From an optimization exercise on the open Yosys and OpenROAD flow, aimed at small area, a short achievable clock period and few clock cycles; shortcuts taken in it are not production practice.
Function was not checked in any run shown here: the RTL went through the layout flow alone.

==> design/flow/design.v <==
`default_nettype none
package euclid_pkg;
  localparam int X_W = 8;
  localparam int Y_W = 8;
endpackage
`default_nettype wire
`timescale 1ns/1ps
`default_nettype none
module euclid_top
(
  input  wire logic        cr_intf,
  input  wire logic        rst_n,
  input  wire logic        job_start,
  input  wire logic        job_shape,       
  input  wire logic [7:0]  job_p0_x,
  input  wire logic [7:0]  job_p0_y,
  input  wire logic [7:0]  job_p1_x,
  input  wire logic [7:0]  job_p1_y,
  input  wire logic [7:0]  job_p2_x,
  input  wire logic [7:0]  job_p2_y,
  input  wire logic [15:0] job_color,
  input  wire logic [2:0]  job_bzdepth,
  input  wire logic        pxl_ready,
  output logic             busy,
  output logic             job_done,
  output logic             pxl_valid,
  output logic [7:0]       pxl_x,
  output logic [7:0]       pxl_y,
  output logic [15:0]      pxl_color
);
  assign pxl_color = job_color;
  logic start_c;
  assign start_c = job_start & ~busy;
  logic [1:0] lp_c;
  always_comb
  begin
    case (job_bzdepth)
      3'd0, 3'd1: lp_c = 2'd0;
      3'd2:       lp_c = 2'd1;
      default:    lp_c = 2'd2;
    endcase
  end
  logic       g_act;
  logic [1:0] g_lvl;         
  logic       g_st;          
  logic [1:0] g_j;           
  logic [1:0] g_e;           
  logic [7:0] ta_x, ta_y, tb_x, tb_y, tc_x, tc_y;
  function automatic logic [7:0] mid(input logic [7:0] a, input logic [7:0] b);
    logic [8:0] s;
    logic       cy;
    cy = 1'b0;
    for (int i = 0; i < 8; i++)
    begin
      s[i] = a[i] ^ b[i] ^ cy;
      cy   = (a[i] & b[i]) | (cy & (a[i] ^ b[i]));
    end
    s[8] = cy;
    mid  = s[8:1];
  endfunction
  function automatic logic [7:0] step1(input logic [7:0] x, input logic up);
    logic t;
    t = 1'b1;
    for (int i = 0; i < 8; i++)
    begin
      step1[i] = x[i] ^ t;
      t        = t & (x[i] ^ ~up);
    end
  endfunction
  logic [7:0] mab_x, mab_y, mbc_x, mbc_y;
  assign mab_x = mid(ta_x, tb_x);
  assign mab_y = mid(ta_y, tb_y);
  assign mbc_x = mid(tb_x, tc_x);
  assign mbc_y = mid(tb_y, tc_y);
  logic       g_emit;        
  logic       g_jlast;
  logic       g_last;
  logic       g_dir;
  logic [7:0] g_ep_x, g_ep_y;
  logic       g_take;
  assign g_emit  = g_act & (g_lvl == lp_c);
  assign g_jlast = (lp_c == 2'd0) | ((lp_c == 2'd1) & g_j[0]) | (g_j == 2'd3);
  assign g_last  = (g_e == 2'd3) & g_jlast;
  assign g_dir   = ((lp_c == 2'd2) & (g_lvl == 2'd0)) ? g_j[1] : g_j[0];
  always_comb
  begin
    case (g_e)
      2'd0, 2'd1: begin g_ep_x = mab_x; g_ep_y = mab_y; end
      2'd2:       begin g_ep_x = tb_x;  g_ep_y = tb_y;  end
      default:    begin g_ep_x = tc_x;  g_ep_y = tc_y;  end
    endcase
  end
  logic       ne_v, ne_last;
  logic [7:0] ne_x, ne_y;
  logic       ne_take;
  assign g_take = g_emit & (~ne_v | ne_take);
  logic [7:0] ps_x, ps_y;    
  logic [7:0] en_x, en_y;    
  logic [7:0] dx, dy;
  logic       sx, sy;
  logic signed [9:0] err;
  logic       xmaj;          
  logic       cur_last;
  assign pxl_x = ps_x;
  assign pxl_y = ps_y;
  logic at_end, accept, line_free;    
  logic [7:0] xm, ym;
  logic       end_nx;
  assign xm   = step1(ps_x, sx);
  assign ym   = step1(ps_y, sy);
  assign end_nx = xmaj ? (xm == en_x) : (ym == en_y);
  assign accept    = pxl_valid & pxl_ready;
  assign job_done  = accept & at_end & cur_last;
  assign line_free = ~pxl_valid | (accept & at_end & ~cur_last);
  assign ne_take   = busy & line_free & ne_v;
  logic [8:0] ddx_a, ddx_b, ddy_a, ddy_b;
  logic [7:0] ndx, ndy;
  logic       nsx, nsy;
  assign ddx_a = {1'b0, ne_x} - {1'b0, en_x};
  assign ddx_b = {1'b0, en_x} - {1'b0, ne_x};
  assign ddy_a = {1'b0, ne_y} - {1'b0, en_y};
  assign ddy_b = {1'b0, en_y} - {1'b0, ne_y};
  assign nsx   = ~ddx_a[8];
  assign nsy   = ~ddy_a[8];
  assign ndx   = nsx ? ddx_a[7:0] : ddx_b[7:0];
  assign ndy   = nsy ? ddy_a[7:0] : ddy_b[7:0];
  logic signed [9:0] err0;
  assign err0 = $signed({2'b00, ndx}) - $signed({2'b00, ndy});
  logic signed [10:0] tx, ty;
  logic step_x, step_y;
  logic signed [9:0] err_x, err_y, err_xy, err_nx;
  assign tx     = {err, 1'b0};                            
  assign ty     = -$signed({3'b000, dy});
  assign step_x = (tx > ty);                              
  assign step_y = (tx < $signed({3'b000, dx}));           
  assign err_x  = err - $signed({2'b00, dy});
  assign err_y  = err + $signed({2'b00, dx});
  assign err_xy = err + $signed({2'b00, dx}) - $signed({2'b00, dy});
  assign err_nx = ({10{step_x &  step_y}} & err_xy) |
                  ({10{step_x & ~step_y}} & err_x) |
                  ({10{~step_x}}          & err_y);
  always_ff @(posedge cr_intf or negedge rst_n)
  begin
    if (!rst_n)
    begin
      busy      <= 1'b0;
      pxl_valid <= 1'b0;
      ne_v      <= 1'b0;
      g_act     <= 1'b0;
    end
    else
    begin
      if (start_c)
      begin
        busy      <= 1'b1;
        pxl_valid <= 1'b0;
        ne_v      <= ~job_shape | (job_bzdepth == 3'd0);
        g_act     <= job_shape;
      end
      else
      begin
        if (job_done)
        begin
          busy      <= 1'b0;
          pxl_valid <= 1'b0;
        end
        else if (busy & line_free)
          pxl_valid <= ne_v;
        if (g_take)
          ne_v <= 1'b1;
        else if (ne_take)
          ne_v <= 1'b0;
        if (g_take & g_last)
          g_act <= 1'b0;
      end
    end
  end
  always_ff @(posedge cr_intf)
  begin
    if (start_c)
    begin
      ps_x     <= job_p0_x;
      ps_y     <= job_p0_y;
      en_x     <= job_p0_x;
      en_y     <= job_p0_y;
      ne_x     <= job_p1_x;
      ne_y     <= job_p1_y;
      ne_last  <= ~job_shape;
      ta_x     <= job_p0_x;
      ta_y     <= job_p0_y;
      tb_x     <= job_p1_x;
      tb_y     <= job_p1_y;
      tc_x     <= job_p2_x;
      tc_y     <= job_p2_y;
      g_lvl    <= 2'd0;
      g_e      <= (job_bzdepth == 3'd0) ? 2'd3 : 2'd0;
      g_st     <= 1'b0;
      g_j      <= 2'd0;
    end
    else
    begin
      if (g_act & ~g_emit)
      begin
        g_st <= ~g_st;
        if (!g_st)
        begin
          if (g_dir)
          begin
            ta_x <= mab_x; ta_y <= mab_y;
            tb_x <= mbc_x; tb_y <= mbc_y;
          end
          else
          begin
            tb_x <= mab_x; tb_y <= mab_y;
            tc_x <= mbc_x; tc_y <= mbc_y;
          end
        end
        else
        begin
          g_lvl <= g_lvl + 2'd1;
          if (g_dir)
          begin
            ta_x <= mab_x; ta_y <= mab_y;
          end
          else
          begin
            tc_x <= mbc_x; tc_y <= mbc_y;
          end
        end
      end
      else if (g_take)
      begin
        g_e <= g_e + 2'd1;
        if (g_e == 2'd0)
        begin
          ta_x <= mab_x; ta_y <= mab_y;
          tb_x <= mbc_x; tb_y <= mbc_y;
        end
        if (g_e == 2'd3)
        begin
          g_j   <= g_j + 2'd1;
          g_lvl <= 2'd0;
          ta_x  <= job_p0_x; ta_y <= job_p0_y;
          tb_x  <= job_p1_x; tb_y <= job_p1_y;
          tc_x  <= job_p2_x; tc_y <= job_p2_y;
        end
      end
      if (g_take)
      begin
        ne_x    <= g_ep_x;
        ne_y    <= g_ep_y;
        ne_last <= g_last;
      end
      if (ne_take)
      begin
        en_x     <= ne_x;
        en_y     <= ne_y;
        dx       <= ndx;
        dy       <= ndy;
        sx       <= nsx;
        sy       <= nsy;
        err      <= err0;
        xmaj     <= ~err0[9];
        cur_last <= ne_last;
        at_end   <= (ne_x == en_x) & (ne_y == en_y);
      end
      else if (accept & ~at_end)
      begin
        err    <= err_nx[9:0];
        at_end <= end_nx;
        if (step_x)
          ps_x <= xm;
        if (step_y)
          ps_y <= ym;
      end
    end
  end
endmodule
`default_nettype wire
==> design/flow/flow/run.sh <==
#!/bin/bash
# Standard layout, with plain buf_2 cells (instead of the default delay-buffer
# cell) for the port buffers. Full make output goes to make.log.
set -euo pipefail
export BUFFER_PORTS_ARGS="-buffer_cell sky130_fd_sc_hd__buf_2"
bash standard.sh > make.log 2>&1
==> design/flow/standard.sh <==
#!/bin/bash
# synth_recipe.tcl (not shown) runs the flow's synth.tcl, then flattens the netlist and writes it again
# the make line also repeats each setting of config.mk as NAME=value (left out here)
make -C /OpenROAD-flow-scripts/flow DESIGN_CONFIG=/design/flow/config.mk WORK_HOME=/design/flow/orfs CLKGATE_MAP_FILE= SYNTH_SCRIPT=/design/flow/synth_recipe.tcl "${@:-finish}"
==> design/flow/config.mk <==
export PLATFORM = sky130hd
export DESIGN_NAME = euclid_top
export DESIGN_NICKNAME = euclid_top
export VERILOG_FILES = /design/flow/design.v
export SDC_FILE = /design/flow/constraint.sdc
export NUM_CORES = 4
export LEC_CHECK = 0
export CAP_MARGIN = 20
export CORE_MARGIN = 2
export CORE_UTILIZATION = 40
export CTS_BUF_LIST = sky130_fd_sc_hd__clkbuf_8
export SETUP_SLACK_MARGIN = 1.6
export SLEW_MARGIN = 20
==> design/flow/constraint.sdc <==
create_clock -name core_clock -period 5.5 [get_ports {cr_intf}]
set_input_delay 1.1000 -clock core_clock [delete_from_list [all_inputs] [get_ports {cr_intf}]]
set_output_delay 1.1000 -clock core_clock [all_outputs]
set_load 0.01 [all_outputs]
==> results.py, run 1 <==
metrics = {
    "sta": {
        "maxSlewHeadroom_pct": 21.2,
        "fin_crit_sh_pct": 69.0,
        "rsz0062_at_grt": "yes",
        "skew_ps": 13.4,
        "worst_pin_slew_ps": 1170,
        "finalMaxSlewViolations": 0,
        "setup_viol": 0,
        "finalSetupTns_ps": 0,
        "fin_crit_ps": 3790,
        "max_freq_mhz": 264,
        "hold_viol": 0,
    },
    "setup_path": {
        "r2r-start": "en_x[0]",
        "path_delay_family": "compound AO/OA/AOI/OAI gates",
        "crit_path_end": "err[9]",
        "cp_cell_sequence": "ha_1 -> fa_1 -> nor2b_1 -> o21ai_2 -> a21oi_2 -> nor2_4 -> buf_4 -> mux2i_2 -> o221ai_1 -> a221o_1 -> ha_4 -> o21ai_2 -> o21bai_1 -> a21oi_2 -> o21ai_0 -> o22ai_1",
        "startpoint_type": "flop",
        "crit_start": "en_x[0]",
        "cp_max_fo": 6,
        "rrSetupSlack_ps": 1710,
        "path_buf_inv": 1,
        "crit_slowest_cell": "edfxtp_1",
        "required_ps": 5700,
        "r2r_cells": 16,
        "cp.depth": 16,
        "regToRegEndpoint": "err[9]",
        "crit_arrival_ps": 4000,
        "worst_setup_path_end_kind": "flop",
        "max_stage_delay_ps": 420,
        "crit_type": "reg2reg",
    },
    "global_route": {
        "grt_max_degree": 35,
        "grt_overflow": 0,
        "antenna_found_initial": 0,
        "grt_pass1_wl_mm": 45.2,
        "grt_usage_pct": 19.8,
        "grt_pass1_vias": 8609,
    },
    "floorplan": {
        "fp.coreArea_um2": 27600,
        "start_util_pct": 40.3,
        "rows": 61,
        "ios": 107,
        "die_width_um": 171,
        "fp.dieArea_um2": 29100,
        "fp.dieH_um": 171,
    },
    "cells_and_area": {
        "drive_gt1_share_pct": 16.1,
        "largest_reg_flops": 10,
        "layout_common_cells": "edfxtp_1 (130), inv_1 (109), o21ai_0 (103)",
        "layout_commonest_cell": "edfxtp_1",
        "final_cells": 1592,
        "fillers": 2608,
        "regMostFlops": "err",
        "final_area_um2": 12400,
        "area_growth_syn_to_layout_pct": 11.8,
        "fin_nets": 1395,
        "n_antenna_cell": 0,
    },
    "logic_synthesis": {
        "synth_seq_area_share_pct": 36.9,
        "synth_fp_nets": 1341,
        "synth_ff_type": "edfxtp_1",
        "synth.avg_cell_area_um2": 9.68,
        "syn_inst": 1147,
        "yosysUniqueCellTypes": 74,
        "synth-edff-count": 130,
        "async_flop_share_pct": 2.88,
        "ys_seq_elements": 139,
        "synth_area_um2": 11100,
        "ys_warn_count": 1,
    },
    "clocking": {
        "h-tree-depth": 4,
        "numCtsBuffers": 17,
        "cts_hold_buf": 0,
        "clkSinkCount": 139,
        "cts-root-buf": "clkbuf_8",
        "cts_tree": "done",
        "clk_latency_ps": 460,
        "path_clk_slew_ps": 90,
        "ctsLongestPathBuffers": 2,
    },
    "placement": {
        "globalplace.congestion": 0.883,
        "portBuffers": 74,
        "placed_cell_area_um2": 11800,
        "dpl.cell_count": 1553,
        "dp_hpwl_mm": 21.8,
    },
    "flow_run": {
        "max_cap_viol_count": 0,
    },
    "status": {
        "status": "no timing/DRC/antenna violations",
    },
    "drt": {
        "via_count": 8622,
        "via_per_inst": 5.42,
        "dr.pass1.iters": 5,
        "avgRoutedWirePerCell_um": 17.8,
        "ant_nets": 0,
        "drtIter0Drc": 536,
        "routed_wl_mm": 28.3,
        "remaining_drc_errors": 0,
    },
    "worst_hold_path": {
        "hold_class": "in2async",
    },
}
[timing repair]
action                     4_1_cts  5_1_grt
setup buffers                    0        7
pin swaps                        0       14
gates resized for setup          4       40
setup endpoints to repair        3       10
hold endpoints to repair         0        0
[area by class of cell]
type                       count  area, um2  share of cell area, %
inverter                     112        420                   3.39
clock inverter                15        188                   1.51
multi-input combinational    838       6480                   52.2
sequential                   139       4100                   33.1
tap                          378        473                   3.81
clock buffer                  17        234                   1.88
timing repair buffer          93        513                   4.13
[routing by layer]
layer	GRT usage [%]	vias up	share of wire, %
met1	26.1	4092	45
met4	6.32	0	2.2
li1	-	4229	-
met3	3.72	37	5.4
met2	33.0	264	48
met5	0	-	0
[synthesized netlist by cell type (10+ instances only)]
cell	n	area, um2
fa_1	36	721
nor3_1	19	95.1
xnor2_1	51	447
and2_1	11	68.8
nor2b_1	20	125
a22oi_1	22	165
nand2_1	102	383
o21ai_0	111	556
a21oi_1	60	300
nand4_1	10	62.6
nor2_1	59	221
a21o_1	18	135
mux2_2	23	259
nand2b_1	10	62.6
nand3_1	18	90.1
clkbuf_1	34	128
mux2i_1	19	190
o22ai_1	14	87.6
a31oi_1	10	62.6
inv_1	111	417
buf_4	16	120
ha_1	86	1080
edfxtp_1	130	3900
xor2_1	19	166
[worst reg2reg max path, cell delays in order, from the launching register on]
cell,delay [ps]
edfxtp_1,420
ha_1,230
fa_1,420
nor2b_1,160
o21ai_2,90
a21oi_2,260
nor2_4,110
buf_4,160
mux2i_2,240
o221ai_1,180
a221o_1,380
ha_4,300
o21ai_2,70
o21bai_1,180
a21oi_2,90
o21ai_0,160
o22ai_1,90
[cell families after synthesis]
group | Yosys count | synth area share [%]
multiplexers | 43 | 4.15
AND/OR/NAND/NOR | 286 | 12.4
AO/OA/AOI/OAI | 317 | 18.3
adder cells (fa/ha/maj) | 122 | 16.2
flip-flops | 139 | 36.9
buffers and inverters | 170 | 6.48
XOR/XNOR | 70 | 5.52
[metrics by stage]
| step | hold slack, ps | utilization, % | worst slack (ps) |
|---|---|---|---|
| final | 428 | 45.1 | 1710 |
| after detailed placement | 424 | 42.7 | 1470 |
| after CTS | 406 | 44.3 | 1620 |
| after global placement | 412 | 42.7 | 1590 |
| after floorplan | 400 | - | 1880 |
| after global routing | 409 | 45.1 | 1550 |
[worst min-delay path by stage]
stage | from | cells after the start | to | slack (ps)
after floorplan | ne_last | 0 | cur_last | 400
after global placement | ne_last | 0 | cur_last | 410
after detailed placement | ne_last | 0 | cur_last | 420
after CTS | rst_n | 1 | busy | 410
after global routing | rst_n | 1 | g_act | 410
final | rst_n | 1 | busy | 430
==> run 2: changes to the inputs <==
--- a/design/flow/config.mk
+++ b/design/flow/config.mk
@@ -10,4 +10,4 @@
 export CORE_UTILIZATION = 40
 export CTS_BUF_LIST = sky130_fd_sc_hd__clkbuf_8
-export SETUP_SLACK_MARGIN = 1.6
+export SETUP_SLACK_MARGIN = 1.5
 export SLEW_MARGIN = 20
==> results.py, run 2 <==
metrics = {
    "drt": {
        "route.met2.wl_mm": 13.4,
        "via_per_inst": 5.37,
        "wl_met3_mm": 1.26,
        "ant_nets": 0,
        "wl_met1_mm": 12.9,
        "routed_wl_mm": 28.2,
        "dr.pass1.iters": 5,
        "drtIter0Drc": 550,
        "top_layer": "met4",
        "avgRoutedWirePerCell_um": 17.8,
        "via_count": 8535,
        "remaining_drc_errors": 0,
    },
    "logic_synthesis": {
        "synth_area_um2": 11100,
        "synth_ff_type": "edfxtp_1",
        "synth.avg_cell_area_um2": 9.68,
        "synth_fp_nets": 1341,
        "synthTopCellsByArea": "edfxtp_1 (35%), ha_1 (9.7%), fa_1 (6.5%)",
        "synth_area_leader_cell": "edfxtp_1",
        "yosysUniqueCellTypes": 74,
        "synth_top_area_share_pct": 35.1,
        "ys_warn_count": 1,
        "ys_seq_elements": 139,
        "async_flop_share_pct": 2.88,
        "synth-edff-count": 130,
        "synth_seq_area_share_pct": 36.9,
        "synth_most_common_cell": "edfxtp_1",
        "syn_inst": 1147,
        "synthTopCellsByCount": "edfxtp_1 (130), inv_1 (111), o21ai_0 (111)",
    },
    "cells_and_area": {
        "drive_gt1_share_pct": 13.7,
        "layout_common_cells": "edfxtp_1 (130), inv_1 (111), o21ai_0 (105)",
        "area_growth_syn_to_layout_pct": 10.4,
        "final_core_util_pct": 44.5,
        "fillers": 2633,
        "layout_commonest_cell": "edfxtp_1",
        "regMostFlops": "err",
        "n_antenna_cell": 0,
        "largest_reg_flops": 10,
        "final_cells": 1588,
        "fin_nets": 1391,
    },
    "clocking": {
        "clk_latency_ps": 460,
        "numCtsBuffers": 17,
        "cts_tree": "done",
        "h-tree-depth": 4,
        "cts_hold_buf": 0,
        "clkSinkCount": 139,
        "cts-root-buf": "clkbuf_8",
        "ctsLongestPathBuffers": 2,
        "path_clk_slew_ps": 90,
    },
    "setup_path": {
        "crit_type": "reg2reg",
        "crit_arrival_ps": 4150,
        "cp_max_fo": 7,
        "r2r_cells": 18,
        "startpoint_type": "flop",
        "crit_path_end": "err[9]",
        "cp_cell_sequence": "inv_1 -> ha_1 -> fa_1 -> and3b_4 -> o21a_4 -> nor2_8 -> inv_1 -> nor2_1 -> a21oi_1 -> xnor2_1 -> ha_1 -> a21o_1 -> a21o_1 -> a211oi_1 -> o21bai_1 -> a21oi_2 -> nor2_1 -> o22ai_1",
        "required_ps": 5800,
        "regToRegEndpoint": "err[9]",
        "rrSetupSlack_ps": 1650,
        "worst_setup_path_end_kind": "flop",
        "r2r-start": "ne_y[0]",
        "cp.depth": 18,
        "crit_start": "ne_y[0]",
        "path_buf_inv": 2,
        "max_stage_delay_ps": 410,
        "path_delay_family": "compound AO/OA/AOI/OAI gates",
        "crit_slowest_cell": "fa_1",
    },
    "global_route": {
        "grt_usage_pct": 19.8,
        "grt_max_degree": 35,
        "grt_pass1_wl_mm": 45.2,
        "grt_pass1_vias": 8624,
        "antenna_found_initial": 0,
        "grt_overflow": 0,
    },
    "sta": {
        "rsz0062_at_grt": "yes",
        "fin_crit_sh_pct": 69.9,
        "hold_viol": 0,
        "skew_ps": 13.9,
        "worst_pin_slew_ps": 1170,
        "max_freq_mhz": 260,
        "setup_viol": 0,
        "maxSlewHeadroom_pct": 21.6,
        "fin_crit_ps": 3850,
        "fin_ws_ps": 1650,
        "finalSetupTns_ps": 0,
        "finalMaxSlewViolations": 0,
    },
    "floorplan": {
        "fp.coreArea_um2": 27600,
        "die_width_um": 171,
        "rows": 61,
        "start_util_pct": 40.3,
        "ios": 107,
        "fp.dieArea_um2": 29100,
        "fp.dieH_um": 171,
    },
    "flow_run": {
        "max_cap_viol_count": 0,
    },
    "placement": {
        "dp_hpwl_mm": 21.8,
        "globalplace.congestion": 0.883,
        "dpl.cell_count": 1553,
        "post-place-ws_ps": 1470,
        "portBuffers": 74,
    },
    "status": {
        "status": "no timing/DRC/antenna violations",
    },
    "worst_hold_path": {
        "hold_class": "in2async",
    },
}
## run 2: cell counts after synthesis
No cell type changed its count.
## run 2: what timing repair did
action | 4_1_cts | 5_1_grt
buffers inserted | 0 | 3
resized for setup | 2 | 12
pin swaps | 0 | 4
endpoints found under the setup margin | 2 | 7
## run 2: cell families (layout without fill, tap and decap cells)
logic type	count (synthesis)	in the layout	synth area share, %
DFF	139	139	36.9
and+or+nand+nor	286	286	12.4
buffers and inverters	170	233	6.48
muxes	43	43	4.15
xor gates and xnor gates	70	70	5.52
adders and majority gates	122	122	16.2
AOI/OAI and AO/OA	317	317	18.3
## run 2: how the worst min path moves through the flow
stage | startpoint | endpoint | slack (ps) | depth (start not counted)
2_1_floorplan | ne_last | cur_last | 400 | 0
4_1_cts | rst_n | busy | 410 | 1
3_3_place_gp | ne_last | cur_last | 410 | 0
3_5_place_dp | ne_last | cur_last | 420 | 0
6_report | rst_n | busy | 430 | 1
5_1_grt | rst_n | g_act | 410 | 1
## run 2: cell type report
type	count	area (um2)	share of cell area (%)
clock buffers	17	234	1.91
well taps	378	473	3.86
flip-flops and latches	139	4100	33.5
multi-input cells	838	6360	51.9
clock inverters	15	188	1.53
repair buffers	89	483	3.94
inverters	112	420	3.43
## run 2: through the flow
| stage | hold WS (ps) | cell area [um2] |
|---|---|---|
| after floorplan | 400 | 11100 |
| final | 430 | 12300 |
| after CTS | 406 | 12200 |
| after global routing | 409 | 12300 |
| after global placement | 412 | 11800 |
| after detailed placement | 424 | 11800 |
## run 2: layer usage
metal	vias up	global-route usage, %
met4	0	6.47
met1	4062	26.0
met3	36	3.72
met5	-	0
met2	218	33.0
li1	4219	-
==> run 3: changes to the inputs <==
--- a/design/flow/design.v
+++ b/design/flow/design.v
@@ -96,9 +96,8 @@
   assign g_take = g_emit & (~ne_v | ne_take);
   logic [7:0] ps_x, ps_y;    
-  logic [7:0] en_x, en_y;    
+  logic [7:0] cnt;           
   logic [7:0] dx, dy;
   logic       sx, sy;
   logic signed [9:0] err;
-  logic       xmaj;          
   logic       cur_last;
   assign pxl_x = ps_x;
@@ -106,8 +105,6 @@
   logic at_end, accept, line_free;    
   logic [7:0] xm, ym;
-  logic       end_nx;
   assign xm   = step1(ps_x, sx);
   assign ym   = step1(ps_y, sy);
-  assign end_nx = xmaj ? (xm == en_x) : (ym == en_y);
   assign accept    = pxl_valid & pxl_ready;
   assign job_done  = accept & at_end & cur_last;
@@ -117,14 +114,12 @@
   logic [7:0] ndx, ndy;
   logic       nsx, nsy;
-  assign ddx_a = {1'b0, ne_x} - {1'b0, en_x};
-  assign ddx_b = {1'b0, en_x} - {1'b0, ne_x};
-  assign ddy_a = {1'b0, ne_y} - {1'b0, en_y};
-  assign ddy_b = {1'b0, en_y} - {1'b0, ne_y};
+  assign ddx_a = {1'b0, ne_x} - {1'b0, ps_x};
+  assign ddx_b = {1'b0, ps_x} - {1'b0, ne_x};
+  assign ddy_a = {1'b0, ne_y} - {1'b0, ps_y};
+  assign ddy_b = {1'b0, ps_y} - {1'b0, ne_y};
   assign nsx   = ~ddx_a[8];
   assign nsy   = ~ddy_a[8];
   assign ndx   = nsx ? ddx_a[7:0] : ddx_b[7:0];
   assign ndy   = nsy ? ddy_a[7:0] : ddy_b[7:0];
-  logic signed [9:0] err0;
-  assign err0 = $signed({2'b00, ndx}) - $signed({2'b00, ndy});
   logic signed [10:0] tx, ty;
   logic step_x, step_y;
@@ -182,6 +177,4 @@
       ps_x     <= job_p0_x;
       ps_y     <= job_p0_y;
-      en_x     <= job_p0_x;
-      en_y     <= job_p0_y;
       ne_x     <= job_p1_x;
       ne_y     <= job_p1_y;
@@ -254,19 +247,18 @@
       if (ne_take)
       begin
-        en_x     <= ne_x;
-        en_y     <= ne_y;
+        cnt      <= (ndx >= ndy) ? ndx : ndy;    
         dx       <= ndx;
         dy       <= ndy;
         sx       <= nsx;
         sy       <= nsy;
-        err      <= err0;
-        xmaj     <= ~err0[9];
+        err      <= $signed({2'b00, ndx}) - $signed({2'b00, ndy});
         cur_last <= ne_last;
-        at_end   <= (ne_x == en_x) & (ne_y == en_y);
+        at_end   <= (ne_x == ps_x) & (ne_y == ps_y);
       end
       else if (accept & ~at_end)
       begin
         err    <= err_nx[9:0];
-        at_end <= end_nx;
+        cnt    <= cnt - 8'd1;
+        at_end <= (cnt == 8'd1);
         if (step_x)
           ps_x <= xm;
--- a/design/flow/config.mk
+++ b/design/flow/config.mk
@@ -10,4 +10,4 @@
 export CORE_UTILIZATION = 40
 export CTS_BUF_LIST = sky130_fd_sc_hd__clkbuf_8
-export SETUP_SLACK_MARGIN = 1.5
+export SETUP_SLACK_MARGIN = 1.6
 export SLEW_MARGIN = 20
==> results.py, run 3 <==
metrics = {
    "cells_and_area": {
        "seq_area_um2": 3830,
        "fillers": 2495,
        "drive_gt1_share_pct": 20.0,
        "regMostFlops": "err",
        "largest_reg_flops": 10,
        "n_antenna_cell": 0,
        "final_area_um2": 12100,
        "multiInputGateArea_um2": 6250,
        "area_growth_syn_to_layout_pct": 15.5,
        "fin_nets": 1370,
        "layout_common_cells": "edfxtp_1 (121), inv_1 (109), nand2_1 (99)",
        "final_cells": 1522,
        "layout_commonest_cell": "edfxtp_1",
    },
    "global_route": {
        "grt_max_degree": 64,
        "grt_overflow": 0,
        "antenna_found_initial": 0,
        "grt_pass1_wl_mm": 42.4,
        "grt_pass1_vias": 8183,
        "grt_usage_pct": 19.1,
    },
    "drt": {
        "ant_nets": 0,
        "dr.pass1.iters": 5,
        "via_count": 8210,
        "wl_met3_mm": 1.07,
        "drtIter0Drc": 505,
        "remaining_drc_errors": 0,
        "via_per_inst": 5.39,
        "routed_wl_mm": 26.5,
        "route.met2.wl_mm": 13.1,
        "wl_met1_mm": 11.8,
        "top_layer": "met4",
        "avgRoutedWirePerCell_um": 17.4,
    },
    "sta": {
        "worst_pin_slew_ps": 904,
        "hold_viol": 0,
        "max_freq_mhz": 242,
        "fin_crit_sh_pct": 75.2,
        "skew_ps": 20.5,
        "maxSlewHeadroom_pct": 39.6,
        "finalMaxSlewViolations": 0,
        "setup_viol": 0,
        "fin_crit_ps": 4130,
        "finalSetupTns_ps": 0,
        "rsz0062_at_grt": "yes",
    },
    "logic_synthesis": {
        "synth_seq_area_share_pct": 36.5,
        "synth.avg_cell_area_um2": 9.69,
        "synth_top_area_share_pct": 34.6,
        "ys_seq_elements": 130,
        "synth_area_um2": 10500,
        "synth_most_common_cell": "edfxtp_1",
        "synthTopCellsByArea": "edfxtp_1 (35%), ha_1 (10%), fa_1 (6.9%)",
        "synth_area_leader_cell": "edfxtp_1",
        "synthTopCellsByCount": "edfxtp_1 (121), inv_1 (109), nand2_1 (100)",
        "async_flop_share_pct": 3.08,
        "synth_fp_nets": 1280,
        "ys_warn_count": 1,
        "syn_inst": 1084,
        "synth-edff-count": 121,
        "yosysUniqueCellTypes": 72,
        "synth_ff_type": "edfxtp_1",
    },
    "flow_run": {
        "max_cap_viol_count": 0,
    },
    "floorplan": {
        "fp.coreArea_um2": 25900,
        "start_util_pct": 40.5,
        "rows": 59,
        "fp.dieArea_um2": 27600,
        "die_width_um": 166,
        "ios": 107,
        "fp.dieH_um": 166,
    },
    "setup_path": {
        "crit_type": "reg2reg",
        "worst_setup_path_end_kind": "flop",
        "cp_max_fo": 9,
        "startpoint_type": "flop",
        "required_ps": 5710,
        "crit_arrival_ps": 4340,
    },
    "placement": {
        "globalplace.congestion": 0.838,
        "portBuffers": 74,
        "placed_cell_area_um2": 11100,
        "dp_hpwl_mm": 19.6,
        "dpl.cell_count": 1449,
    },
    "worst_hold_path": {
        "hold_class": "in2async",
    },
    "clocking": {
        "cts_tree": "done",
        "numCtsBuffers": 17,
        "cts-root-buf": "clkbuf_8",
        "path_clk_slew_ps": 80,
        "h-tree-depth": 4,
        "clk_latency_ps": 470,
        "ctsLongestPathBuffers": 2,
        "clkSinkCount": 130,
    },
    "status": {
        "status": "no timing/DRC/antenna violations",
    },
}
-- run 3: cell types whose count changed after synthesis, sizes merged, moves of 6 or more --
| cell | delta |
|---|---|
| nor2b | -7 |
| mux2i | +10 |
| nor2 | +8 |
| buf | +7 |
| o21ai | -14 |
| clkbuf | -9 |
| a21oi | +13 |
| edfxtp | -9 |
| a21o | -9 |
| nand3 | -6 |
| o22ai | -8 |
-- run 3: layout make-up --
cell class / instances / share of cell area, %
tap: 335 / 3.46
clock inverter: 15 / 1.39
inverter: 110 / 3.41
clock buffer: 17 / 1.93
timing repair buffer: 127 / 6.60
multi-input combinational: 788 / 51.6
sequential: 130 / 31.6
-- run 3: timing repair --
item,CTS,global route
endpoints found under the setup margin,13,26
pin swaps,15,14
setup buffers,21,19
hold buffers,0,0
cloned,1,0
gates resized for setup,25,30
-- run 3: per-layer routing --
metal	global-route usage (%)	up-vias
li1	-	4022
met1	24.9	3969
met2	32.5	186
met3	2.96	33
met4	6.09	0
met5	0	-
-- run 3: cell families after synthesis --
group                      share of synthesized area [%]
AOI/OAI and AO/OA                                   16.5
and+or+nand+nor                                     12.1
buffers and inverters                               6.72
DFF                                                 36.5
adders and majority gates                           17.3
xor gates and xnor gates                            5.25
muxes                                               5.59
-- run 3: stage by stage --
step / utilization, % / setup slack, ps / hold slack, ps
floorplan: - / 1480 / 400
detailed placement: 43.0 / 1130 / 413
finish: 46.8 / 1370 / 428
global placement: 42.9 / 1200 / 404
global route: 46.8 / 1200 / 405
CTS: 45.6 / 1450 / 402
-- run 3: worst paths after layout --
kind / startpoint / endpoint / slack (ps) / depth (start not counted)
max in group asynchronous: rst_n / pxl_valid / 4950 / 1
hold reg to reg: ne_last / cur_last / 430 / 0
hold / removal: rst_n / g_act / 430 / 1
min in group core_clock: ne_last / cur_last / 430 / 0
setup / recovery: ne_y[0] / cnt[7] / 1370 / 19
setup reg to reg: ne_y[0] / cnt[7] / 1370 / 19
-- run 3: critical path, stage by stage (launching register included) --
cell      delay [ps]
edfxtp_1         370
inv_1             60
ha_2             190
fa_2             340
nand3b_1         200
a21oi_2          200
nor2_4            50
buf_12           150
mux2_4           300
a21o_1           170
a21oi_2          170
xnor2_2          180
ha_4             270
nand4_1           80
nor2_1            60
or4_4            440
o21ai_4          160
buf_6            160
nand2_2           70
o221a_1          260
==> run 4: changes to the inputs <==
--- a/design/flow/design.v
+++ b/design/flow/design.v
@@ -96,5 +96,5 @@
   assign g_take = g_emit & (~ne_v | ne_take);
   logic [7:0] ps_x, ps_y;    
-  logic [7:0] cnt;           
+  logic [8:0] cnt;           
   logic [7:0] dx, dy;
   logic       sx, sy;
@@ -247,5 +247,5 @@
       if (ne_take)
       begin
-        cnt      <= (ndx >= ndy) ? ndx : ndy;    
+        cnt      <= {1'b0, ndx} + {1'b0, ndy};   
         dx       <= ndx;
         dy       <= ndy;
@@ -259,6 +259,6 @@
       begin
         err    <= err_nx[9:0];
-        cnt    <= cnt - 8'd1;
-        at_end <= (cnt == 8'd1);
+        cnt    <= (step_x & step_y) ? cnt - 9'd2 : cnt - 9'd1;
+        at_end <= (step_x & step_y) ? (cnt == 9'd2) : (cnt == 9'd1);
         if (step_x)
           ps_x <= xm;
==> results.py, run 4 <==
metrics = {
    "status": {
        "status": "no timing/DRC/antenna violations",
    },
    "drt": {
        "avgRoutedWirePerCell_um": 17.2,
        "dr.pass1.iters": 5,
        "drtIter0Drc": 672,
        "remaining_drc_errors": 0,
        "via_count": 8433,
        "routed_wl_mm": 26.9,
        "via_per_inst": 5.38,
        "ant_nets": 0,
    },
    "clocking": {
        "path_clk_slew_ps": 80,
        "clk_latency_ps": 450,
        "clkSinkCount": 131,
        "cts-root-buf": "clkbuf_8",
        "cts_hold_buf": 0,
        "ctsLongestPathBuffers": 2,
        "cts_tree": "done",
        "h-tree-depth": 4,
        "numCtsBuffers": 17,
    },
    "setup_path": {
        "max_stage_delay_ps": 470,
        "required_ps": 5680,
        "rrSetupSlack_ps": 1710,
        "cp_max_fo": 7,
        "path_buf_inv": 4,
        "r2r-start": "ps_x[5]",
        "crit_slowest_cell": "ha_1",
        "crit_type": "reg2reg",
        "startpoint_type": "flop",
        "worst_setup_path_end_kind": "flop",
        "path_delay_family": "compound AO/OA/AOI/OAI gates",
        "cp_cell_sequence": "inv_1 -> ha_1 -> a21oi_1 -> o21ai_1 -> a21oi_1 -> buf_6 -> buf_4 -> a221oi_2 -> o21ai_2 -> xnor2_2 -> buf_4 -> ha_4 -> o21bai_1 -> a21oi_2 -> o31ai_2 -> xor2_1 -> o22ai_1",
        "regToRegEndpoint": "err[7]",
        "crit_arrival_ps": 3970,
        "r2r_cells": 17,
    },
    "cells_and_area": {
        "multiInputGateArea_um2": 6590,
        "reg_top3": "err (10), cnt (9)",
        "regMostFlops": "err",
        "drive_gt1_share_pct": 20.6,
        "final_area_um2": 12400,
        "fin_nets": 1422,
        "largest_reg_flops": 10,
        "layout_commonest_cell": "edfxtp_1",
        "area_growth_syn_to_layout_pct": 14.6,
        "n_antenna_cell": 0,
        "seq_area_um2": 3860,
        "fillers": 2495,
        "layout_common_cells": "edfxtp_1 (122), inv_1 (118), nand2_1 (95), ha_1 (95), o21ai_0 (83)",
    },
    "logic_synthesis": {
        "synthTopCellsByArea": "edfxtp_1 (34%), ha_1 (11%), fa_1 (6.8%)",
        "synth_area_leader_cell": "edfxtp_1",
        "ys_warn_count": 1,
        "synth_top_area_share_pct": 33.7,
        "synth_ff_type": "edfxtp_1",
        "synth_most_common_cell": "edfxtp_1",
        "synth_fp_nets": 1338,
        "synth-edff-count": 122,
        "synth_seq_area_share_pct": 35.6,
        "synthTopCellsByCount": "edfxtp_1 (122), inv_1 (120), ha_1 (99)",
        "async_flop_share_pct": 3.05,
        "ys_seq_elements": 131,
        "synth.avg_cell_area_um2": 9.61,
        "synth_area_um2": 10900,
        "yosysUniqueCellTypes": 72,
        "syn_inst": 1130,
    },
    "sta": {
        "finalSetupTns_ps": 0,
        "fin_crit_sh_pct": 68.8,
        "skew_ps": 15.0,
        "fin_ws_ps": 1710,
        "rsz0062_at_grt": "yes",
        "hold_viol": 0,
        "maxSlewHeadroom_pct": 38.9,
        "finalMaxSlewViolations": 0,
        "max_freq_mhz": 264,
        "setup_viol": 0,
        "worst_pin_slew_ps": 911,
        "fin_crit_ps": 3790,
        "fin_hold_ws_ps": 439,
    },
    "placement": {
        "post-place-ws_ps": 1120,
        "placed_cell_area_um2": 11400,
        "globalplace.congestion": 0.845,
        "dp_hpwl_mm": 20.4,
        "portBuffers": 74,
    },
    "global_route": {
        "grt_overflow": 0,
        "antenna_found_initial": 0,
        "grt_pass1_vias": 8249,
        "grt_pass1_wl_mm": 42.9,
        "grt_max_degree": 64,
        "grt_usage_pct": 18.9,
    },
    "floorplan": {
        "ios": 107,
        "fp.coreArea_um2": 26800,
        "fp.dieH_um": 169,
        "start_util_pct": 40.5,
        "rows": 60,
        "die_width_um": 169,
        "fp.dieArea_um2": 28500,
    },
    "flow_run": {
        "max_cap_viol_count": 0,
    },
    "worst_hold_path": {
        "hold_class": "in2async",
    },
}
-- run 4: cell count changes after synthesis, moves of 6 or more --
cell      delta
a21oi_1      +9
or3_1        +7
o31a_1       +6
o21ai_1     -33
mux2_1      -11
a211oi_1     -7
ha_1        +11
inv_1       +11
mux2_2      +13
o21ai_0     +37
buf_2        -6
-- run 4: how the worst max path moves through the flow --
| stage | from | cells after the start | end | slack (ps) |
|---|---|---|---|---|
| after floorplan | ps_x[1] | 18 | err[8] | 1670 |
| after global placement | ps_y[0] | 17 | err[8] | 1190 |
| after detailed placement | ps_y[0] | 18 | err[8] | 1120 |
| after CTS | ne_y[0] | 19 | err[8] | 1570 |
| after global routing | ps_y[5] | 16 | err[8] | 1550 |
| final | ps_x[5] | 17 | err[7] | 1710 |
-- run 4: area by class of cell --
type | count | share of cell area, %
timing repair buffer | 119 | 5.75
tap | 341 | 3.43
clock buffer | 17 | 1.88
clock inverter | 14 | 1.33
sequential | 131 | 31.0
multi-input combinational | 825 | 53.0
inverter | 120 | 3.62
-- run 4: cell families after synthesis --
family	Yosys count	synth area share [%]
AO/OA/AOI/OAI	296	17.1
XOR/XNOR	65	5.24
adder cells (fa/ha/maj)	136	18.2
buffers and inverters	174	6.95
flip-flops	131	35.6
multiplexers	47	4.60
AND/OR/NAND/NOR	281	12.3
-- run 4: what timing repair did --
item                       4_1_cts  5_1_grt
pin swaps                        5       21
hold endpoints to repair         0        0
buffers inserted                14       20
setup endpoints to repair       12       26
resized for setup               17       68
-- run 4: metal layers --
metal  part of all wire (%)  track usage [%]  vias to the layer above
li1                       -                -                     4168
met1                     45             24.9                     4043
met2                     50             32.4                      205
met3                    4.5             3.02                       17
met4                   0.94             5.10                        0
met5                      0                0                        -
-- run 4: metrics by stage --
step / util (%) / cells
floorplan: - / 1130
global placement: 42.7 / 1502
detailed placement: 42.7 / 1502
CTS: 44.8 / 1547
global route: 46.4 / 1567
finish: 46.4 / 1567
==> run 5: changes to the inputs <==
--- a/design/flow/design.v
+++ b/design/flow/design.v
@@ -43,5 +43,4 @@
   logic       g_act;
   logic [1:0] g_lvl;         
-  logic       g_st;          
   logic [1:0] g_j;           
   logic [1:0] g_e;           
@@ -73,4 +72,7 @@
   assign mbc_x = mid(tb_x, tc_x);
   assign mbc_y = mid(tb_y, tc_y);
+  logic [7:0] m2_x, m2_y;
+  assign m2_x = mid(mab_x, mbc_x);
+  assign m2_y = mid(mab_y, mbc_y);
   logic       g_emit;        
   logic       g_jlast;
@@ -86,6 +88,7 @@
   begin
     case (g_e)
-      2'd0, 2'd1: begin g_ep_x = mab_x; g_ep_y = mab_y; end
-      2'd2:       begin g_ep_x = tb_x;  g_ep_y = tb_y;  end
+      2'd0:       begin g_ep_x = mab_x; g_ep_y = mab_y; end
+      2'd1:       begin g_ep_x = m2_x;  g_ep_y = m2_y;  end
+      2'd2:       begin g_ep_x = mbc_x; g_ep_y = mbc_y; end
       default:    begin g_ep_x = tc_x;  g_ep_y = tc_y;  end
     endcase
@@ -96,5 +99,5 @@
   assign g_take = g_emit & (~ne_v | ne_take);
   logic [7:0] ps_x, ps_y;    
-  logic [8:0] cnt;           
+  logic [7:0] en_x, en_y;    
   logic [7:0] dx, dy;
   logic       sx, sy;
@@ -105,6 +108,9 @@
   logic at_end, accept, line_free;    
   logic [7:0] xm, ym;
+  logic       eq_x, eq_y;
   assign xm   = step1(ps_x, sx);
   assign ym   = step1(ps_y, sy);
+  assign eq_x = step_x ? (xm == en_x) : (ps_x == en_x);
+  assign eq_y = step_y ? (ym == en_y) : (ps_y == en_y);
   assign accept    = pxl_valid & pxl_ready;
   assign job_done  = accept & at_end & cur_last;
@@ -114,8 +120,8 @@
   logic [7:0] ndx, ndy;
   logic       nsx, nsy;
-  assign ddx_a = {1'b0, ne_x} - {1'b0, ps_x};
-  assign ddx_b = {1'b0, ps_x} - {1'b0, ne_x};
-  assign ddy_a = {1'b0, ne_y} - {1'b0, ps_y};
-  assign ddy_b = {1'b0, ps_y} - {1'b0, ne_y};
+  assign ddx_a = {1'b0, ne_x} - {1'b0, en_x};
+  assign ddx_b = {1'b0, en_x} - {1'b0, ne_x};
+  assign ddy_a = {1'b0, ne_y} - {1'b0, en_y};
+  assign ddy_b = {1'b0, en_y} - {1'b0, ne_y};
   assign nsx   = ~ddx_a[8];
   assign nsy   = ~ddy_a[8];
@@ -177,4 +183,6 @@
       ps_x     <= job_p0_x;
       ps_y     <= job_p0_y;
+      en_x     <= job_p0_x;
+      en_y     <= job_p0_y;
       ne_x     <= job_p1_x;
       ne_y     <= job_p1_y;
@@ -188,5 +196,4 @@
       g_lvl    <= 2'd0;
       g_e      <= (job_bzdepth == 3'd0) ? 2'd3 : 2'd0;
-      g_st     <= 1'b0;
       g_j      <= 2'd0;
     end
@@ -195,29 +202,14 @@
       if (g_act & ~g_emit)
       begin
-        g_st <= ~g_st;
-        if (!g_st)
-        begin
-          if (g_dir)
-          begin
-            ta_x <= mab_x; ta_y <= mab_y;
-            tb_x <= mbc_x; tb_y <= mbc_y;
-          end
-          else
-          begin
-            tb_x <= mab_x; tb_y <= mab_y;
-            tc_x <= mbc_x; tc_y <= mbc_y;
-          end
+        g_lvl <= g_lvl + 2'd1;
+        if (g_dir)
+        begin
+          ta_x <= m2_x;  ta_y <= m2_y;
+          tb_x <= mbc_x; tb_y <= mbc_y;
         end
         else
         begin
-          g_lvl <= g_lvl + 2'd1;
-          if (g_dir)
-          begin
-            ta_x <= mab_x; ta_y <= mab_y;
-          end
-          else
-          begin
-            tc_x <= mbc_x; tc_y <= mbc_y;
-          end
+          tb_x <= mab_x; tb_y <= mab_y;
+          tc_x <= m2_x;  tc_y <= m2_y;
         end
       end
@@ -225,9 +217,4 @@
       begin
         g_e <= g_e + 2'd1;
-        if (g_e == 2'd0)
-        begin
-          ta_x <= mab_x; ta_y <= mab_y;
-          tb_x <= mbc_x; tb_y <= mbc_y;
-        end
         if (g_e == 2'd3)
         begin
@@ -247,5 +234,6 @@
       if (ne_take)
       begin
-        cnt      <= {1'b0, ndx} + {1'b0, ndy};   
+        en_x     <= ne_x;
+        en_y     <= ne_y;
         dx       <= ndx;
         dy       <= ndy;
@@ -254,11 +242,10 @@
         err      <= $signed({2'b00, ndx}) - $signed({2'b00, ndy});
         cur_last <= ne_last;
-        at_end   <= (ne_x == ps_x) & (ne_y == ps_y);
+        at_end   <= (ne_x == en_x) & (ne_y == en_y);
       end
       else if (accept & ~at_end)
       begin
         err    <= err_nx[9:0];
-        cnt    <= (step_x & step_y) ? cnt - 9'd2 : cnt - 9'd1;
-        at_end <= (step_x & step_y) ? (cnt == 9'd2) : (cnt == 9'd1);
+        at_end <= eq_x & eq_y;
         if (step_x)
           ps_x <= xm;
==> results.py, run 5 <==
metrics = {
    "status": {
        "status": "no timing/DRC/antenna violations",
    },
    "global_route": {
        "grt_usage_pct": 20.9,
        "grt_pass1_vias": 8865,
        "grt_overflow": 0,
        "grt_max_degree": 85,
        "antenna_found_initial": 0,
        "grt_pass1_wl_mm": 47.2,
    },
    "clocking": {
        "cts_hold_buf": 0,
        "numCtsBuffers": 17,
        "h-tree-depth": 4,
        "cts-root-buf": "clkbuf_8",
        "clkSinkCount": 137,
        "path_clk_slew_ps": 100,
        "ctsLongestPathBuffers": 2,
        "cts_tree": "done",
        "clk_latency_ps": 460,
    },
    "drt": {
        "remaining_drc_errors": 0,
        "routed_wl_mm": 30.0,
        "via_per_inst": 5.33,
        "via_count": 8908,
        "drtIter0Drc": 729,
        "avgRoutedWirePerCell_um": 17.9,
        "dr.pass1.iters": 6,
        "ant_nets": 0,
    },
    "placement": {
        "dp_hpwl_mm": 22.4,
        "portBuffers": 74,
        "globalplace.congestion": 0.886,
    },
    "setup_path": {
        "crit_top_cell": "fa_2",
        "cp_cell_sequence": "and2_4 -> fa_2 -> fa_2 -> fa_2 -> fa_2 -> fa_2 -> fa_2 -> fa_1 -> inv_2 -> fa_2 -> inv_2 -> fa_2 -> a222oi_1 -> mux2_4 -> o21ai_0",
        "crit_arrival_ps": 5140,
        "path_delay_family": "adder cells",
        "crit_type": "reg2reg",
        "worst_setup_path_end_kind": "flop",
        "startpoint_type": "flop",
        "path_buf_inv": 2,
        "max_stage_delay_ps": 540,
        "required_ps": 5690,
        "cp_max_fo": 2,
        "crit_slowest_cell": "fa_1",
    },
    "cells_and_area": {
        "layout_common_cells": "nand2_1 (130), edfxtp_1 (129), inv_1 (118)",
        "largest_reg_flops": 10,
        "regMostFlops": "err",
        "seq_area_um2": 4050,
        "drive_gt1_share_pct": 21.7,
        "layout_commonest_cell": "nand2_1",
        "area_growth_syn_to_layout_pct": 14.9,
        "fin_nets": 1488,
        "multiInputGateArea_um2": 6760,
        "fillers": 2659,
        "n_antenna_cell": 0,
        "final_core_util_pct": 46.6,
    },
    "logic_synthesis": {
        "syn_inst": 1196,
        "synth_top_area_share_pct": 34.4,
        "synth_seq_area_share_pct": 36.0,
        "async_flop_share_pct": 2.92,
        "synth_most_common_cell": "nand2_1",
        "ys_warn_count": 1,
        "synth.avg_cell_area_um2": 9.42,
        "synth_area_leader_cell": "edfxtp_1",
        "yosysUniqueCellTypes": 74,
        "synth_fp_nets": 1404,
        "synthTopCellsByArea": "edfxtp_1 (34%), ha_1 (9.6%), fa_1 (8.9%)",
        "synth_area_um2": 11300,
        "synth-edff-count": 129,
        "ys_seq_elements": 137,
        "synth_ff_type": "edfxtp_1",
        "synthTopCellsByCount": "nand2_1 (140), inv_1 (135), edfxtp_1 (129)",
    },
    "floorplan": {
        "start_util_pct": 40.5,
        "fp.dieH_um": 172,
        "rows": 61,
        "fp.coreArea_um2": 27800,
        "ios": 107,
        "fp.dieArea_um2": 29500,
        "die_width_um": 172,
    },
    "flow_run": {
        "max_cap_viol_count": 0,
    },
    "sta": {
        "fin_crit_ps": 4950,
        "setup_viol": 0,
        "max_freq_mhz": 202,
        "worst_pin_slew_ps": 1210,
        "finalSetupTns_ps": 0,
        "fin_crit_sh_pct": 90.0,
        "hold_viol": 0,
        "rsz0062_at_grt": "yes",
        "maxSlewHeadroom_pct": 19.1,
        "skew_ps": 16.1,
        "finalMaxSlewViolations": 0,
    },
    "worst_hold_path": {
        "hold_class": "reg2reg",
    },
}
## run 5: changes by cell type after synthesis, moves of 10 or more
cell / before / now
a211o_1: 3 / 13
a22oi_1: 20 / 3
fa_1: 37 / 50
ha_1: 99 / 86
inv_1: 120 / 135
mux2_2: 23 / 5
nand2_1: 97 / 140
nor3_1: 24 / 14
o21ai_0: 96 / 72
o21ai_1: 3 / 46
xor2_1: 16 / 35
## run 5: stage by stage
step	hold WS [ps]	std cells	setup slack [ps]	area, um2
final	428	1671	548	12900
after global routing	421	1671	388	12900
after CTS	421	1655	575	12700
after detailed placement	407	1599	455	12000
after global placement	410	1599	574	12000
after floorplan	400	1196	728	11400
## run 5: what timing repair did
item / 4_1_cts / 5_1_grt
setup buffers: 24 / 16
resized for setup: 44 / 39
endpoints found under the setup margin: 30 / 32
pin swaps: 25 / 24
## run 5: cells by family after synthesis
| family | synth area share (%) |
|---|---|
| compound gates | 16.9 |
| fa+ha+maj | 18.4 |
| buf+inv | 7.49 |
| mux | 2.57 |
| xor+xnor | 6.30 |
| simple gates | 12.4 |
| flops | 36.0 |
## run 5: final cells by class
class / count / area share (%)
multi-input cells: 861 / 52.2
flip-flops and latches: 137 / 31.3
repair buffers: 126 / 6.05
inverters: 137 / 3.97
well taps: 378 / 3.65
clock buffers: 17 / 1.81
clock inverters: 15 / 0.996
## run 5: worst paths after layout
check	from	endpoint	slack, ps	depth (start not counted)
worst max-delay path	tb_y[0]	ne_y[6]	550	15
worst min-delay path	ne_last	cur_last	430	0
worst max register to register	tb_y[0]	ne_y[6]	550	15
worst min register to register	ne_last	cur_last	430	0
max in group asynchronous	rst_n	pxl_valid	4920	1
min in group asynchronous	rst_n	g_act	440	1
## run 5: metal layers
layer	vias to the layer above	track usage (%)	wire length [um]
met5	-	0	0
met4	0	5.01	435
met3	36	3.01	1490
met2	280	36.2	14900
met1	4263	27.6	13100
li1	4329	-	-
==> run 6: changes to the inputs <==
--- a/design/flow/design.v
+++ b/design/flow/design.v
@@ -43,4 +43,5 @@
   logic       g_act;
   logic [1:0] g_lvl;         
+  logic       g_st;          
   logic [1:0] g_j;           
   logic [1:0] g_e;           
@@ -72,7 +73,4 @@
   assign mbc_x = mid(tb_x, tc_x);
   assign mbc_y = mid(tb_y, tc_y);
-  logic [7:0] m2_x, m2_y;
-  assign m2_x = mid(mab_x, mbc_x);
-  assign m2_y = mid(mab_y, mbc_y);
   logic       g_emit;        
   logic       g_jlast;
@@ -88,7 +86,6 @@
   begin
     case (g_e)
-      2'd0:       begin g_ep_x = mab_x; g_ep_y = mab_y; end
-      2'd1:       begin g_ep_x = m2_x;  g_ep_y = m2_y;  end
-      2'd2:       begin g_ep_x = mbc_x; g_ep_y = mbc_y; end
+      2'd0, 2'd1: begin g_ep_x = mab_x; g_ep_y = mab_y; end
+      2'd2:       begin g_ep_x = tb_x;  g_ep_y = tb_y;  end
       default:    begin g_ep_x = tc_x;  g_ep_y = tc_y;  end
     endcase
@@ -128,17 +125,12 @@
   assign ndx   = nsx ? ddx_a[7:0] : ddx_b[7:0];
   assign ndy   = nsy ? ddy_a[7:0] : ddy_b[7:0];
-  logic signed [10:0] tx, ty;
+  logic signed [10:0] e2, dxs, dys, err_nx;
   logic step_x, step_y;
-  logic signed [9:0] err_x, err_y, err_xy, err_nx;
-  assign tx     = {err, 1'b0};                            
-  assign ty     = -$signed({3'b000, dy});
-  assign step_x = (tx > ty);                              
-  assign step_y = (tx < $signed({3'b000, dx}));           
-  assign err_x  = err - $signed({2'b00, dy});
-  assign err_y  = err + $signed({2'b00, dx});
-  assign err_xy = err + $signed({2'b00, dx}) - $signed({2'b00, dy});
-  assign err_nx = ({10{step_x &  step_y}} & err_xy) |
-                  ({10{step_x & ~step_y}} & err_x) |
-                  ({10{~step_x}}          & err_y);
+  assign e2     = {err, 1'b0};
+  assign dxs    = {3'b000, dx};
+  assign dys    = {3'b000, dy};
+  assign step_x = (e2 > -dys);
+  assign step_y = (e2 < dxs);
+  assign err_nx = 11'(err) - (step_x ? dys : 11'sd0) + (step_y ? dxs : 11'sd0);
   always_ff @(posedge cr_intf or negedge rst_n)
   begin
@@ -196,4 +188,5 @@
       g_lvl    <= 2'd0;
       g_e      <= (job_bzdepth == 3'd0) ? 2'd3 : 2'd0;
+      g_st     <= 1'b0;
       g_j      <= 2'd0;
     end
@@ -202,19 +195,39 @@
       if (g_act & ~g_emit)
       begin
-        g_lvl <= g_lvl + 2'd1;
-        if (g_dir)
-        begin
-          ta_x <= m2_x;  ta_y <= m2_y;
+        g_st <= ~g_st;
+        if (!g_st)
+        begin
+          if (g_dir)
+          begin
+            ta_x <= mab_x; ta_y <= mab_y;
+            tb_x <= mbc_x; tb_y <= mbc_y;
+          end
+          else
+          begin
+            tb_x <= mab_x; tb_y <= mab_y;
+            tc_x <= mbc_x; tc_y <= mbc_y;
+          end
+        end
+        else
+        begin
+          g_lvl <= g_lvl + 2'd1;
+          if (g_dir)
+          begin
+            ta_x <= mab_x; ta_y <= mab_y;
+          end
+          else
+          begin
+            tc_x <= mbc_x; tc_y <= mbc_y;
+          end
+        end
+      end
+      else if (g_take)
+      begin
+        g_e <= g_e + 2'd1;
+        if (g_e == 2'd0)
+        begin
+          ta_x <= mab_x; ta_y <= mab_y;
           tb_x <= mbc_x; tb_y <= mbc_y;
         end
-        else
-        begin
-          tb_x <= mab_x; tb_y <= mab_y;
-          tc_x <= m2_x;  tc_y <= m2_y;
-        end
-      end
-      else if (g_take)
-      begin
-        g_e <= g_e + 2'd1;
         if (g_e == 2'd3)
         begin
==> results.py, run 6 <==
metrics = {
    "placement": {
        "portBuffers": 74,
        "dp_hpwl_mm": 20.0,
        "dpl.cell_count": 1459,
        "globalplace.congestion": 0.883,
    },
    "setup_path": {
        "startpoint_type": "flop",
        "worst_setup_path_end_kind": "flop",
        "path_delay_family": "compound AO/OA/AOI/OAI gates",
        "crit_slowest_cell": "or4_4",
        "path_buf_inv": 2,
        "crit_type": "reg2reg",
        "max_stage_delay_ps": 550,
        "cp_cell_sequence": "or4_4 -> or4_4 -> xnor2_2 -> ha_1 -> and4_1 -> a2111o_1 -> a31oi_4 -> buf_6 -> nor2b_4 -> fa_1 -> inv_2 -> ha_4 -> nor2b_4 -> o21ai_2 -> a21boi_2 -> o21ai_1 -> a21boi_1 -> o21a_1 -> o21a_1 -> o31ai_2",
        "required_ps": 5800,
        "crit_arrival_ps": 5320,
        "cp_max_fo": 3,
    },
    "logic_synthesis": {
        "synth_seq_area_share_pct": 38.6,
        "ys_seq_elements": 138,
        "synth.avg_cell_area_um2": 9.67,
        "synthTopCellsByCount": "nand2_1 (136), edfxtp_1 (129), inv_1 (125)",
        "syn_inst": 1092,
        "synth_most_common_cell": "nand2_1",
        "synth_top_area_share_pct": 36.7,
        "yosysUniqueCellTypes": 68,
        "synth_area_leader_cell": "edfxtp_1",
        "synth_fp_nets": 1278,
        "async_flop_share_pct": 2.90,
        "ys_warn_count": 1,
        "synthTopCellsByArea": "edfxtp_1 (37%), ha_1 (8.6%), fa_1 (7.8%)",
        "synth_ff_type": "edfxtp_1",
        "synth_area_um2": 10600,
        "synth-edff-count": 129,
    },
    "global_route": {
        "antenna_found_initial": 0,
        "grt_max_degree": 69,
        "grt_overflow": 0,
        "grt_pass1_vias": 7978,
        "grt_usage_pct": 19.1,
        "grt_pass1_wl_mm": 42.2,
    },
    "sta": {
        "fin_crit_ps": 5020,
        "setup_viol": 0,
        "hold_viol": 0,
        "rsz0062_at_grt": "yes",
        "worst_pin_slew_ps": 1110,
        "finalSetupTns_ps": 0,
        "fin_crit_sh_pct": 91.4,
        "maxSlewHeadroom_pct": 26.2,
        "finalMaxSlewViolations": 0,
        "skew_ps": 19.7,
        "max_freq_mhz": 199,
    },
    "floorplan": {
        "ios": 107,
        "fp.coreArea_um2": 26000,
        "fp.dieArea_um2": 27700,
        "fp.dieH_um": 167,
        "die_width_um": 167,
        "start_util_pct": 40.7,
        "rows": 59,
    },
    "clocking": {
        "path_clk_slew_ps": 90,
        "cts_tree": "done",
        "cts_hold_buf": 0,
        "clk_latency_ps": 460,
        "h-tree-depth": 4,
        "ctsLongestPathBuffers": 2,
        "cts-root-buf": "clkbuf_8",
        "clkSinkCount": 138,
        "numCtsBuffers": 17,
    },
    "cells_and_area": {
        "layout_commonest_cell": "nand2_1",
        "n_antenna_cell": 0,
        "regMostFlops": "err",
        "fin_nets": 1349,
        "area_growth_syn_to_layout_pct": 12.9,
        "largest_reg_flops": 10,
        "drive_gt1_share_pct": 17.8,
        "layout_common_cells": "nand2_1 (136), edfxtp_1 (129), inv_1 (125)",
        "final_cells": 1511,
    },
    "status": {
        "status": "no timing/DRC/antenna violations",
    },
    "drt": {
        "via_per_inst": 5.28,
        "drtIter0Drc": 468,
        "ant_nets": 0,
        "remaining_drc_errors": 0,
        "routed_wl_mm": 26.2,
        "dr.pass1.iters": 5,
        "via_count": 7985,
        "avgRoutedWirePerCell_um": 17.3,
    },
    "flow_run": {
        "max_cap_viol_count": 0,
    },
    "worst_hold_path": {
        "hold_class": "in2async",
    },
}
==> run 6: cell types whose count changed in the layout (fill, tap and decap cells not counted), sizes merged, moves of 8 or more <==
cell,before,now
a211o,13,2
buf,126,107
nor2,74,49
fa,50,41
mux2,7,26
a22oi,3,22
o21ai,119,111
inv,146,132
a21oi,70,48
ha,86,73
xor2,35,23
==> run 6: area by class of cell <==
type	instances	area, um2
repair buffers	107	657
inverters	125	469
flip-flops and latches	138	4070
clock inverters	15	128
multi-input cells	774	5950
clock buffers	17	234
fillers	2519	14100
well taps	335	419
==> run 6: what timing repair did <==
item                                    in CTS  in global routing
endpoints found under the setup margin      12                 21
pin swaps                                   23                 17
resized for setup                           33                 19
setup buffers                               13                  7
==> run 6: final timing paths <==
kind	cells past startpoint	endpoint	start	slack, ps
max in group asynchronous	1	busy	rst_n	4950
min reg2reg	0	cur_last	ne_last	440
max reg2reg	20	err[8]	dy[4]	480
min in group core_clock	0	cur_last	ne_last	440
min	1	g_act	rst_n	430
max	20	err[8]	dy[4]	480
==> run 6: kinds of logic (layout without fill, tap and decap cells) <==
family / count (synthesis) / count (layout) / share of synthesized area [%]
mux: 43 / 43 / 4.38
fa+ha+maj: 114 / 114 / 16.4
compound gates: 259 / 259 / 15.0
buf+inv: 180 / 264 / 7.07
simple gates: 290 / 290 / 13.0
flops: 138 / 138 / 38.6
xor+xnor: 68 / 68 / 5.64
==> run 6: routing by layer <==
metal,vias up,track usage (%),part of all wire [%]
met5,-,0,0
met4,0,5.92,2.1
met3,37,3.11,4.5
met2,191,31.7,48
met1,3801,25.5,46
li1,3956,-,-
==> run 6: per-stage QoR <==
stage	hold WS (ps)	area (um2)	setup WS, ps	utilization (%)
floorplan	400	10600	402	-
global placement	425	11200	336	43.2
detailed placement	410	11200	183	43.2
CTS	408	11800	379	45.5
global route	408	11900	251	45.9
finish	429	11900	475	45.9

-- what the ideal ports hide --
How much do the figures lean on ideal ports? The routed layouts below were timed once more, with nothing changed but the port constraints. Step 1 (the two cells are an assumption about what drives the block):
set clk [get_ports {cr_intf}]
set_driving_cell -lib_cell sky130_fd_sc_hd__clkbuf_16 $clk
set_driving_cell -lib_cell sky130_fd_sc_hd__buf_2 [delete_from_list [all_inputs] $clk]
Step 2 adds t to the input delays and takes it off the output delays; t is the mean of the earliest and latest rising clock arrival at the registers after step 1. Input paths then give back, and output paths get back, about the clock's delay inside the block. Three values: ideal, step 1, step 2; two values: the first two.
| run | t (ns) | setup WS [ns] | worst hold slack (ns) | worst register clock-pin slew, ns | pins driven straight from the clock port |
|---|---|---|---|---|---|
| run 1 | 0.494 | 1.706 / 1.706 / 1.706 | 0.428 / 0.409 / 0.438 | 0.09 / 0.09 | 1 |
| run 2 | 0.494 | 1.653 / 1.653 / 1.653 | 0.430 / 0.410 / 0.440 | 0.09 / 0.09 | 1 |
| run 3 | 0.497 | 1.367 / 1.367 / 1.367 | 0.428 / 0.408 / 0.430 | 0.09 / 0.09 | 1 |
| run 4 | 0.487 | 1.714 / 1.714 / 1.647 | 0.439 / 0.420 / 0.442 | 0.09 / 0.09 | 1 |
| run 5 | 0.492 | 0.548 / 0.548 / 0.548 | 0.428 / 0.421 / 0.428 | 0.10 / 0.10 | 1 |
| run 6 | 0.490 | 0.475 / 0.475 / 0.475 | 0.429 / 0.419 / 0.435 | 0.09 / 0.09 | 1 |
After both steps setup and hold are still met in every run listed. The setup slack of run 4, which loses most, moves by 0.000 ns with the drivers and by -0.067 ns with both steps.
